What follows belongs to an exercise in optimizing a design on an open flow for small area and few clock cycles per item; a production flow would make more cautious choices.
At most, simulation tests tie the RTL to the original design; equivalence was not proved.
Power and IR drop assume default switching activity.

Setup of exp/tundra:
==> flow/design.v (excerpt) <==
module sobel_top (
    input  logic       clk,
    input  logic       rst_n,
    input  logic       pix_valid,
    output logic       pix_ready,
    input  logic [7:0] pix,
    output logic       edge_valid,
    input  logic       edge_ready,
    output logic       edge_bit,
    output logic       edge_last       
);
Settings: LEC_CHECK=0, CAP_MARGIN=20, CORE_MARGIN=2, CORE_UTILIZATION=40, PLACE_DENSITY=0.6, SLEW_MARGIN=20; clock period 8.0 ns.
run.sh (not shown) runs the stock make flow with config.mk's settings and CLKGATE_MAP_FILE= SYNTH_SCRIPT=/design/flow/synth_recipe.tcl, a recipe that flattens the netlist after the stock synthesis.
Testbench counts of exp/tundra, summed over its fixed seeds: cycles 24,856, pixels 24,576.
> inputs changed (exp/tundra -> exp/lagoon)
diff --git a/flow/design.v b/flow/design.v
--- a/flow/design.v
+++ b/flow/design.v
@@ -23,60 +23,60 @@
 );
     logic [255:0] ring_a;         
     logic [255:0] ring_b;         
     logic [4:0]   tapcol;         
     logic [4:0]   icol;           
     logic [4:0]   irow;           
     logic         fl;             
     logic [4:0]   fcol;           
     logic         fin;            
     logic [7:0]   ibuf;           
     logic         ibuf_v;
     logic [9:0]        v2, v1, v0;    
-    logic [8:0]        d2, d1, d0;    
+    logic signed [8:0] d2, d1, d0;    
     logic              mk;            
     logic [7:0] tap_a, tap_b;
     logic       can_load, r0, r1, at_i, at_f, idle;
     logic       acc, wl, wf, fin_step, wsh, emit;
     logic [4:0] wc;
     assign tap_a = ring_a[255:248];
     assign tap_b = ring_b[255:248];
     assign can_load = !edge_valid || edge_ready;
     assign r0       = (irow == 5'd0);
     assign r1       = (irow == 5'd1);
     assign at_i     = (tapcol == icol);
     assign at_f     = (tapcol == fcol);
     assign idle     = r0 && (icol == 5'd0) && !fl;
     assign acc       = ibuf_v && at_i && (r0 ? (!fl || (fcol != icol) || can_load) : can_load);
     assign pix_ready = !ibuf_v || acc;
     assign wl       = acc && !r0;                  
     assign wf       = fl && at_f && can_load;      
     assign fin_step = fin && can_load;             
     assign wsh      = wl || wf || fin_step;
     assign wc       = fl ? fcol : (wl ? icol : 5'd0);    
     assign emit     = (wl && !(r1 && icol == 5'd0)) || wf || fin_step;
     logic [7:0]        top, bot;
     logic [9:0]        vn;
-    logic [8:0]        dn;
+    logic signed [8:0] dn;
     assign top = (fl || !(r0 || r1)) ? tap_b : 8'd0;
     assign bot = fl ? 8'd0 : ibuf;
     assign vn  = {2'b00, top} + {1'b0, tap_a, 1'b0} + {2'b00, bot};
-    assign dn  = {1'b0, bot} - {1'b0, top};
-    logic [10:0]        gx, gy;         
+    assign dn  = $signed({1'b0, bot}) - $signed({1'b0, top});
+    logic signed [10:0] gx, gy;
     logic [9:0]         ax, b;
     logic               sy;
     logic [7:0]         tq;
     logic [8:0]         cmp;
-    assign gx = (mk ? 11'd0 : {1'b0, v2}) - {1'b0, v0};
-    assign gy = {{2{d0[8]}}, d0} + {d1[8], d1, 1'b0} + (mk ? 11'd0 : {{2{d2[8]}}, d2});
+    assign gx = (mk ? 11'sd0 : $signed({1'b0, v2})) - $signed({1'b0, v0});
+    assign gy = $signed(d0) + ($signed(d1) <<< 1) + (mk ? 9'sd0 : d2);
     assign ax = gx[10] ? 10'(-gx) : gx[9:0];
     assign sy = gy[10];
     assign b  = gy[9:0] ^ {10{sy}};
     always_comb begin
         case (ax[7:0])
             8'd0: tq = 8'd150;
             8'd1: tq = 8'd149;
             8'd2: tq = 8'd149;
             8'd3: tq = 8'd149;
             8'd4: tq = 8'd149;
             8'd5: tq = 8'd149;
             8'd6: tq = 8'd149;
@@ -232,25 +232,25 @@
     always_ff @(posedge clk) begin
         ring_a <= {ring_a[247:0], acc ? ibuf : tap_a};
         ring_b <= {ring_b[247:0], acc ? tap_a : tap_b};
     end
     always_ff @(posedge clk) begin
         if (pix_ready) ibuf <= pix;
         if (wsh) begin
             v2 <= vn;
             d2 <= dn;
             v1 <= v2;
             d1 <= d2;
             v0 <= (wc == 5'd1) ? 10'd0 : v1;      
-            d0 <= (wc == 5'd1) ? 9'd0 : d1;
+            d0 <= (wc == 5'd1) ? 9'sd0 : d1;
             mk <= (wc == 5'd0);
         end
         if (can_load && emit) edge_last <= fin_step;
     end
     always_ff @(posedge clk or negedge rst_n) begin
         if (!rst_n) begin
             tapcol     <= 5'd0;
             icol       <= 5'd0;
             irow       <= 5'd0;
             fl         <= 1'b0;
             fin        <= 1'b0;
             edge_valid <= 1'b0;
### Flow results
- Looking only at worst path setup slack after routing, and setting everything else aside, the higher value of exp/tundra and exp/lagoon goes to exp/tundra.
- Diff exp/lagoon..exp/tundra | H-tree depth | unchanged
- Comparing the two runs side by side, exp/lagoon comes out behind exp/tundra on post-layout minimum cycle time.
- The run showing the smaller fraction of cell area in non-clock buffers is exp/tundra.
- [compare] base=exp/tundra new=exp/lagoon: fraction of power consumed by the clock network fell 0.4 points; post-route total power fell about 0.8%.
Only the layout flow was run in exp/lagoon; the RTL was not checked for function there.

The RTL this note starts from:
==> flow/design.v <==
localparam int img_width  = 32;                    
localparam int img_height = 24;                    
localparam int col_bits = $clog2(img_width + 1);
localparam int row_bits = $clog2(img_height);      
localparam int pixel_bits = 8;                     
localparam int grad_bits  = 11;                    
localparam int mag_bits   = 22;                    
localparam logic [mag_bits-1:0] edge_threshold_sq = 22'd22500;
localparam logic [1:0] FILL  = 2'd0;
localparam logic [1:0] RUN   = 2'd1;
localparam logic [1:0] FLUSH = 2'd2;
`timescale 1ns/1ps
module sobel_top (
    input  logic       clk,
    input  logic       rst_n,
    input  logic       pix_valid,
    output logic       pix_ready,
    input  logic [7:0] pix,
    output logic       edge_valid,
    input  logic       edge_ready,
    output logic       edge_bit,
    output logic       edge_last       
);
    logic [255:0] ring_a;         
    logic [255:0] ring_b;         
    logic [4:0]   tapcol;         
    logic [4:0]   icol;           
    logic [4:0]   rf;             
    logic         fl;             
    logic         fin;            
    logic [7:0]   ibuf;           
    logic         ibuf_v;
    logic [9:0]        v1, v0;        
    logic [8:0]        d1, d0;        
    logic [7:0] tap_a, tap_b;
    logic       can_load, r0, r1, at_i, at_f, idle;
    logic       acc, wl, wf, fin_step, wsh, emit, col0, use_new;
    logic [4:0] icol_n, rf_n;
    logic       fl_n, fin_n;
    logic       tmask;            
    logic       unew;             
    assign tap_a = ring_a[255:248];
    assign tap_b = ring_b[255:248];
    assign can_load = !edge_valid || edge_ready;
    assign r0       = fl || (rf == 5'd0);
    assign r1       = !fl && (rf == 5'd1);
    assign at_i     = (tapcol == icol);
    assign at_f     = (tapcol == rf);
    assign idle     = r0 && (icol == 5'd0) && !fl;
    assign acc       = ibuf_v && at_i && (r0 ? (!fl || (rf != icol) || can_load) : can_load);
    assign pix_ready = !ibuf_v || acc;
    assign wl       = acc && !r0;                  
    assign wf       = fl && at_f && can_load;      
    assign fin_step = fin && can_load;
    assign wsh      = wl || wf;
    assign col0     = fl ? (rf == 5'd0) : (icol == 5'd0);    
    assign use_new  = unew;                        
    assign emit     = (wl && !(r1 && icol == 5'd0)) || wf || fin_step;
    logic [7:0]        top, bot;
    logic [9:0]        vn;
    logic [8:0]        dn;
    assign top = tmask ? tap_b : 8'd0;
    assign bot = fl ? 8'd0 : ibuf;
    logic [7:0] dn_s;
    logic       dn_c;
    logic [8:0] s1, c1;
    for (genvar i = 0; i < 9; i++) begin : g_csa
        logic a, m, c;
        assign a     = (i < 8) ? top[i] : 1'b0;
        assign m     = (i > 0) ? tap_a[i-1] : 1'b0;
        assign c     = (i < 8) ? bot[i] : 1'b0;
        assign s1[i] = a ^ m ^ c;
        assign c1[i] = (a & m) | (c & (a | m));
    end
    rca #(9) i_vn (.a(s1), .b({c1[7:0], 1'b0}), .ci(1'b0), .s(vn[8:0]), .co(vn[9]));
    rca #(8) i_dn (.a(bot), .b(~top), .ci(1'b1), .s(dn_s), .co(dn_c));
    assign dn = {~dn_c, dn_s};
    logic [10:0]        gx, gy;         
    logic [9:0]         ax, b;
    logic               sy;
    logic [7:0]         tq;
    logic [8:0]         cmp;
    logic               is_edge;
    logic [9:0] y1;
    logic [8:0] dk;
    assign dk = use_new ? dn : 9'd0;
    logic [10:0] su, cu, o4, s2, c2;
    assign su = use_new ? {2'b00, s1} : 11'd0;
    assign cu = use_new ? {1'b0, c1, 1'b0} : 11'd0;
    assign o4 = {1'b1, ~v0};                      
    for (genvar i = 0; i < 11; i++) begin : g_csa2
        assign s2[i] = su[i] ^ cu[i] ^ o4[i];
        assign c2[i] = (su[i] & cu[i]) | (o4[i] & (su[i] | cu[i]));
    end
    assign gx = s2 + {c2[9:0], 1'b1};             
    rca #(10) i_y1 (.a({d0[8], d0}), .b({dk[8], dk}), .ci(1'b0), .s(y1), .co());
    rca #(11) i_gy (.a({y1[9], y1}), .b({d1[8], d1, 1'b0}), .ci(1'b0), .s(gy), .co());
    rca #(10) i_ax (.a(gx[9:0] ^ {10{gx[10]}}), .b(10'd0), .ci(gx[10]), .s(ax), .co());
    assign sy = gy[10];
    assign b  = gy[9:0] ^ {10{sy}};
    always_comb begin
        case (ax[7:0])
            8'd0: tq = 8'd150;
            8'd1: tq = 8'd149;
            8'd2: tq = 8'd149;
            8'd3: tq = 8'd149;
            8'd4: tq = 8'd149;
            8'd5: tq = 8'd149;
            8'd6: tq = 8'd149;
            8'd7: tq = 8'd149;
            8'd8: tq = 8'd149;
            8'd9: tq = 8'd149;
            8'd10: tq = 8'd149;
            8'd11: tq = 8'd149;
            8'd12: tq = 8'd149;
            8'd13: tq = 8'd149;
            8'd14: tq = 8'd149;
            8'd15: tq = 8'd149;
            8'd16: tq = 8'd149;
            8'd17: tq = 8'd149;
            8'd18: tq = 8'd148;
            8'd19: tq = 8'd148;
            8'd20: tq = 8'd148;
            8'd21: tq = 8'd148;
            8'd22: tq = 8'd148;
            8'd23: tq = 8'd148;
            8'd24: tq = 8'd148;
            8'd25: tq = 8'd147;
            8'd26: tq = 8'd147;
            8'd27: tq = 8'd147;
            8'd28: tq = 8'd147;
            8'd29: tq = 8'd147;
            8'd30: tq = 8'd146;
            8'd31: tq = 8'd146;
            8'd32: tq = 8'd146;
            8'd33: tq = 8'd146;
            8'd34: tq = 8'd146;
            8'd35: tq = 8'd145;
            8'd36: tq = 8'd145;
            8'd37: tq = 8'd145;
            8'd38: tq = 8'd145;
            8'd39: tq = 8'd144;
            8'd40: tq = 8'd144;
            8'd41: tq = 8'd144;
            8'd42: tq = 8'd144;
            8'd43: tq = 8'd143;
            8'd44: tq = 8'd143;
            8'd45: tq = 8'd143;
            8'd46: tq = 8'd142;
            8'd47: tq = 8'd142;
            8'd48: tq = 8'd142;
            8'd49: tq = 8'd141;
            8'd50: tq = 8'd141;
            8'd51: tq = 8'd141;
            8'd52: tq = 8'd140;
            8'd53: tq = 8'd140;
            8'd54: tq = 8'd139;
            8'd55: tq = 8'd139;
            8'd56: tq = 8'd139;
            8'd57: tq = 8'd138;
            8'd58: tq = 8'd138;
            8'd59: tq = 8'd137;
            8'd60: tq = 8'd137;
            8'd61: tq = 8'd137;
            8'd62: tq = 8'd136;
            8'd63: tq = 8'd136;
            8'd64: tq = 8'd135;
            8'd65: tq = 8'd135;
            8'd66: tq = 8'd134;
            8'd67: tq = 8'd134;
            8'd68: tq = 8'd133;
            8'd69: tq = 8'd133;
            8'd70: tq = 8'd132;
            8'd71: tq = 8'd132;
            8'd72: tq = 8'd131;
            8'd73: tq = 8'd131;
            8'd74: tq = 8'd130;
            8'd75: tq = 8'd129;
            8'd76: tq = 8'd129;
            8'd77: tq = 8'd128;
            8'd78: tq = 8'd128;
            8'd79: tq = 8'd127;
            8'd80: tq = 8'd126;
            8'd81: tq = 8'd126;
            8'd82: tq = 8'd125;
            8'd83: tq = 8'd124;
            8'd84: tq = 8'd124;
            8'd85: tq = 8'd123;
            8'd86: tq = 8'd122;
            8'd87: tq = 8'd122;
            8'd88: tq = 8'd121;
            8'd89: tq = 8'd120;
            8'd90: tq = 8'd120;
            8'd91: tq = 8'd119;
            8'd92: tq = 8'd118;
            8'd93: tq = 8'd117;
            8'd94: tq = 8'd116;
            8'd95: tq = 8'd116;
            8'd96: tq = 8'd115;
            8'd97: tq = 8'd114;
            8'd98: tq = 8'd113;
            8'd99: tq = 8'd112;
            8'd100: tq = 8'd111;
            8'd101: tq = 8'd110;
            8'd102: tq = 8'd109;
            8'd103: tq = 8'd109;
            8'd104: tq = 8'd108;
            8'd105: tq = 8'd107;
            8'd106: tq = 8'd106;
            8'd107: tq = 8'd105;
            8'd108: tq = 8'd104;
            8'd109: tq = 8'd103;
            8'd110: tq = 8'd101;
            8'd111: tq = 8'd100;
            8'd112: tq = 8'd99;
            8'd113: tq = 8'd98;
            8'd114: tq = 8'd97;
            8'd115: tq = 8'd96;
            8'd116: tq = 8'd95;
            8'd117: tq = 8'd93;
            8'd118: tq = 8'd92;
            8'd119: tq = 8'd91;
            8'd120: tq = 8'd90;
            8'd121: tq = 8'd88;
            8'd122: tq = 8'd87;
            8'd123: tq = 8'd85;
            8'd124: tq = 8'd84;
            8'd125: tq = 8'd82;
            8'd126: tq = 8'd81;
            8'd127: tq = 8'd79;
            8'd128: tq = 8'd78;
            8'd129: tq = 8'd76;
            8'd130: tq = 8'd74;
            8'd131: tq = 8'd73;
            8'd132: tq = 8'd71;
            8'd133: tq = 8'd69;
            8'd134: tq = 8'd67;
            8'd135: tq = 8'd65;
            8'd136: tq = 8'd63;
            8'd137: tq = 8'd61;
            8'd138: tq = 8'd58;
            8'd139: tq = 8'd56;
            8'd140: tq = 8'd53;
            8'd141: tq = 8'd51;
            8'd142: tq = 8'd48;
            8'd143: tq = 8'd45;
            8'd144: tq = 8'd42;
            8'd145: tq = 8'd38;
            8'd146: tq = 8'd34;
            8'd147: tq = 8'd29;
            8'd148: tq = 8'd24;
            8'd149: tq = 8'd17;
            8'd150: tq = 8'd0;
            default: tq = 8'd0;             
        endcase
    end
    assign cmp = {1'b0, b[7:0]} + {1'b0, ~tq} + {8'd0, sy};
    assign is_edge  = (ax > 10'd150) || (|b[9:8]) || cmp[8];
    always_ff @(posedge clk) begin
        ring_a <= {ring_a[247:0], acc ? ibuf : tap_a};
        ring_b <= {ring_b[247:0], acc ? tap_a : tap_b};
    end
    always_ff @(posedge clk) begin
        if (pix_ready) ibuf <= pix;
        if (wsh) begin
            v1 <= vn;
            d1 <= dn;
            v0 <= col0 ? 10'd0 : v1;              
            d0 <= col0 ? 9'd0 : d1;
        end
        if (can_load && emit) begin
            edge_bit  <= is_edge;
            edge_last <= fin_step;
        end
    end
    always_ff @(posedge clk or negedge rst_n) begin
        if (!rst_n) begin
            icol       <= 5'd0;
            rf         <= 5'd0;
            fl         <= 1'b0;
            fin        <= 1'b0;
            edge_valid <= 1'b0;
            ibuf_v     <= 1'b0;
        end else begin
            if (pix_ready) ibuf_v <= pix_valid;
            icol  <= icol_n;
            rf    <= rf_n;
            fl    <= fl_n;
            fin   <= fin_n;
            if (can_load) edge_valid <= emit;
        end
    end
    always_comb begin
        icol_n = acc ? icol + 5'd1 : icol;
        rf_n   = rf;
        fl_n   = fl;
        fin_n  = fin;
        if (acc && icol == 5'd31) begin
            if (fl) begin
                rf_n = 5'd1;                      
            end else if (rf == 5'd23) begin
                rf_n = 5'd0;                      
                fl_n = 1'b1;
            end else begin
                rf_n = rf + 5'd1;
            end
        end else if (wf) begin
            rf_n = rf + 5'd1;                     
        end
        if (wf && rf == 5'd31) begin
            fl_n  = 1'b0;
            fin_n = 1'b1;
        end else if (fin_step) begin
            fin_n = 1'b0;
        end
    end
    always_ff @(posedge clk) begin
        tmask <= fl_n || (rf_n > 5'd1);
        unew  <= !(fl_n ? (rf_n == 5'd0) : (icol_n == 5'd0)) && !fin_n;
    end
    always_ff @(posedge clk) begin
        tapcol <= (idle && !acc) ? 5'd0 : tapcol + 5'd1;
    end
endmodule
module rca #(
    parameter int W = 8
) (
    input  logic [W-1:0] a,
    input  logic [W-1:0] b,
    input  logic         ci,
    output logic [W-1:0] s,
    output logic         co
);
    logic [W:0] c;
    assign c[0] = ci;
    for (genvar i = 0; i < W; i++) begin : g_bit
        assign s[i]   = a[i] ^ b[i] ^ c[i];
        assign c[i+1] = (a[i] & b[i]) | (c[i] & (a[i] | b[i]));
    end
    assign co = c[W];
endmodule
==> flow/config.mk <==
export PLATFORM = sky130hd
export DESIGN_NAME = sobel_top
export DESIGN_NICKNAME = sobel_top
export VERILOG_FILES = /design/flow/design.v
export SDC_FILE = /design/flow/constraint.sdc
export NUM_CORES = 4
export LEC_CHECK = 0
export CAP_MARGIN = 20
export CORE_MARGIN = 2
export CORE_UTILIZATION = 40
export CTS_BUF_LIST = sky130_fd_sc_hd__clkbuf_8
export CTS_CLUSTER_DIAMETER = 60
export CTS_CLUSTER_SIZE = 18
export PLACE_DENSITY = 0.6
export SLEW_MARGIN = 20
==> flow/constraint.sdc <==
create_clock -name core_clock -period 8.0 [get_ports {clk}]
set_input_delay 1.6000 -clock core_clock [delete_from_list [all_inputs] [get_ports {clk}]]
set_output_delay 1.6000 -clock core_clock [all_outputs]
set_load 0.01 [all_outputs]
The baseline finished with timing, DRC and antenna clean.
Testbench counts at the start, summed over its fixed seeds: cycles 24,856, pixels 24,576.
Rerun with:
--- a/flow/design.v
+++ b/flow/design.v
@@ -61,18 +61,11 @@
     logic [8:0]        dn;
     assign top = tmask ? tap_b : 8'd0;
     assign bot = fl ? 8'd0 : ibuf;
-    logic [7:0] dn_s;
-    logic       dn_c;
-    logic [8:0] s1, c1;
-    for (genvar i = 0; i < 9; i++) begin : g_csa
-        logic a, m, c;
-        assign a     = (i < 8) ? top[i] : 1'b0;
-        assign m     = (i > 0) ? tap_a[i-1] : 1'b0;
-        assign c     = (i < 8) ? bot[i] : 1'b0;
-        assign s1[i] = a ^ m ^ c;
-        assign c1[i] = (a & m) | (c & (a | m));
-    end
-    rca #(9) i_vn (.a(s1), .b({c1[7:0], 1'b0}), .ci(1'b0), .s(vn[8:0]), .co(vn[9]));
+    logic [7:0] tb_s, dn_s;
+    logic       tb_c, dn_c;
+    rca #(8) i_tb (.a(top), .b(bot), .ci(1'b0), .s(tb_s), .co(tb_c));
+    rca #(9) i_vn (.a({tb_c, tb_s[7:1]}), .b({1'b0, tap_a}), .ci(1'b0), .s(vn[9:1]), .co());
+    assign vn[0] = tb_s[0];
     rca #(8) i_dn (.a(bot), .b(~top), .ci(1'b1), .s(dn_s), .co(dn_c));
     assign dn = {~dn_c, dn_s};
     logic [10:0]        gx, gy;         
@@ -81,21 +74,16 @@
     logic [7:0]         tq;
     logic [8:0]         cmp;
     logic               is_edge;
-    logic [9:0] y1;
+    logic [9:0] vk, gx_s, y1;
     logic [8:0] dk;
+    logic       gx_c;
+    assign vk = use_new ? vn : 10'd0;
     assign dk = use_new ? dn : 9'd0;
-    logic [10:0] su, cu, o4, s2, c2;
-    assign su = use_new ? {2'b00, s1} : 11'd0;
-    assign cu = use_new ? {1'b0, c1, 1'b0} : 11'd0;
-    assign o4 = {1'b1, ~v0};                      
-    for (genvar i = 0; i < 11; i++) begin : g_csa2
-        assign s2[i] = su[i] ^ cu[i] ^ o4[i];
-        assign c2[i] = (su[i] & cu[i]) | (o4[i] & (su[i] | cu[i]));
-    end
-    assign gx = s2 + {c2[9:0], 1'b1};             
+    rca #(10) i_gx (.a(vk), .b(~v0), .ci(1'b1), .s(gx_s), .co(gx_c));
+    assign gx = {~gx_c, gx_s};
     rca #(10) i_y1 (.a({d0[8], d0}), .b({dk[8], dk}), .ci(1'b0), .s(y1), .co());
     rca #(11) i_gy (.a({y1[9], y1}), .b({d1[8], d1, 1'b0}), .ci(1'b0), .s(gy), .co());
-    rca #(10) i_ax (.a(gx[9:0] ^ {10{gx[10]}}), .b(10'd0), .ci(gx[10]), .s(ax), .co());
+    assign ax = gx[10] ? 10'(-gx) : gx[9:0];
     assign sy = gy[10];
     assign b  = gy[9:0] ^ {10{sy}};
     always_comb begin
Effect: The changed run finished but failed the layout checks on negative setup slack. Total power grows by 3.5%. Design area grows by 1.7%. Die area shrinks by 2.0%. Area after synthesis shrinks by 2.0%. Routed wire length grows by 4.9%. Synthesized cell count shrinks by 2.6%. Worst hold slack degrades by 0.0094 ns. Final cell count grows by 1.9%. Non-clock buffer count grows by 62. First-iteration DRC count grows by 0.78%. Clock power stays flat. Fmax shrinks by 7.3%.
No functional check of the RTL was part of the second run of this note.

[what the ideal ports hide]
Ports are ideal in the flow. The routed layouts listed here were re-timed in OpenROAD.
Step 1, drivers: a clkbuf_16 drives clk and a buf_2 each remaining input, both assumed.
Step 2 times the ports against the registers' clock, not the clock port: input delays grow and output delays shrink by t, the midpoint of the rising clock arrivals with the driver on.
a / b / c = no drivers / after step 1 / after step 2; a / b = the first two.
run | shift t [ns] | setup WS [ns] | hold WS [ns]
exp/tundra | 0.606 | 0.548 / 0.496 / 1.102 | 0.320 / 0.320 / 0.320
exp/lagoon | 0.612 | 0.335 / 0.287 / 0.899 | 0.315 / 0.315 / 0.315
the first run of note 2 | 0.622 | 0.538 / 0.538 / 0.538 | 0.322 / 0.322 / 0.322
the second run of note 2 | 0.626 | -0.050 / -0.050 / -0.050 | 0.313 / 0.313 / 0.313
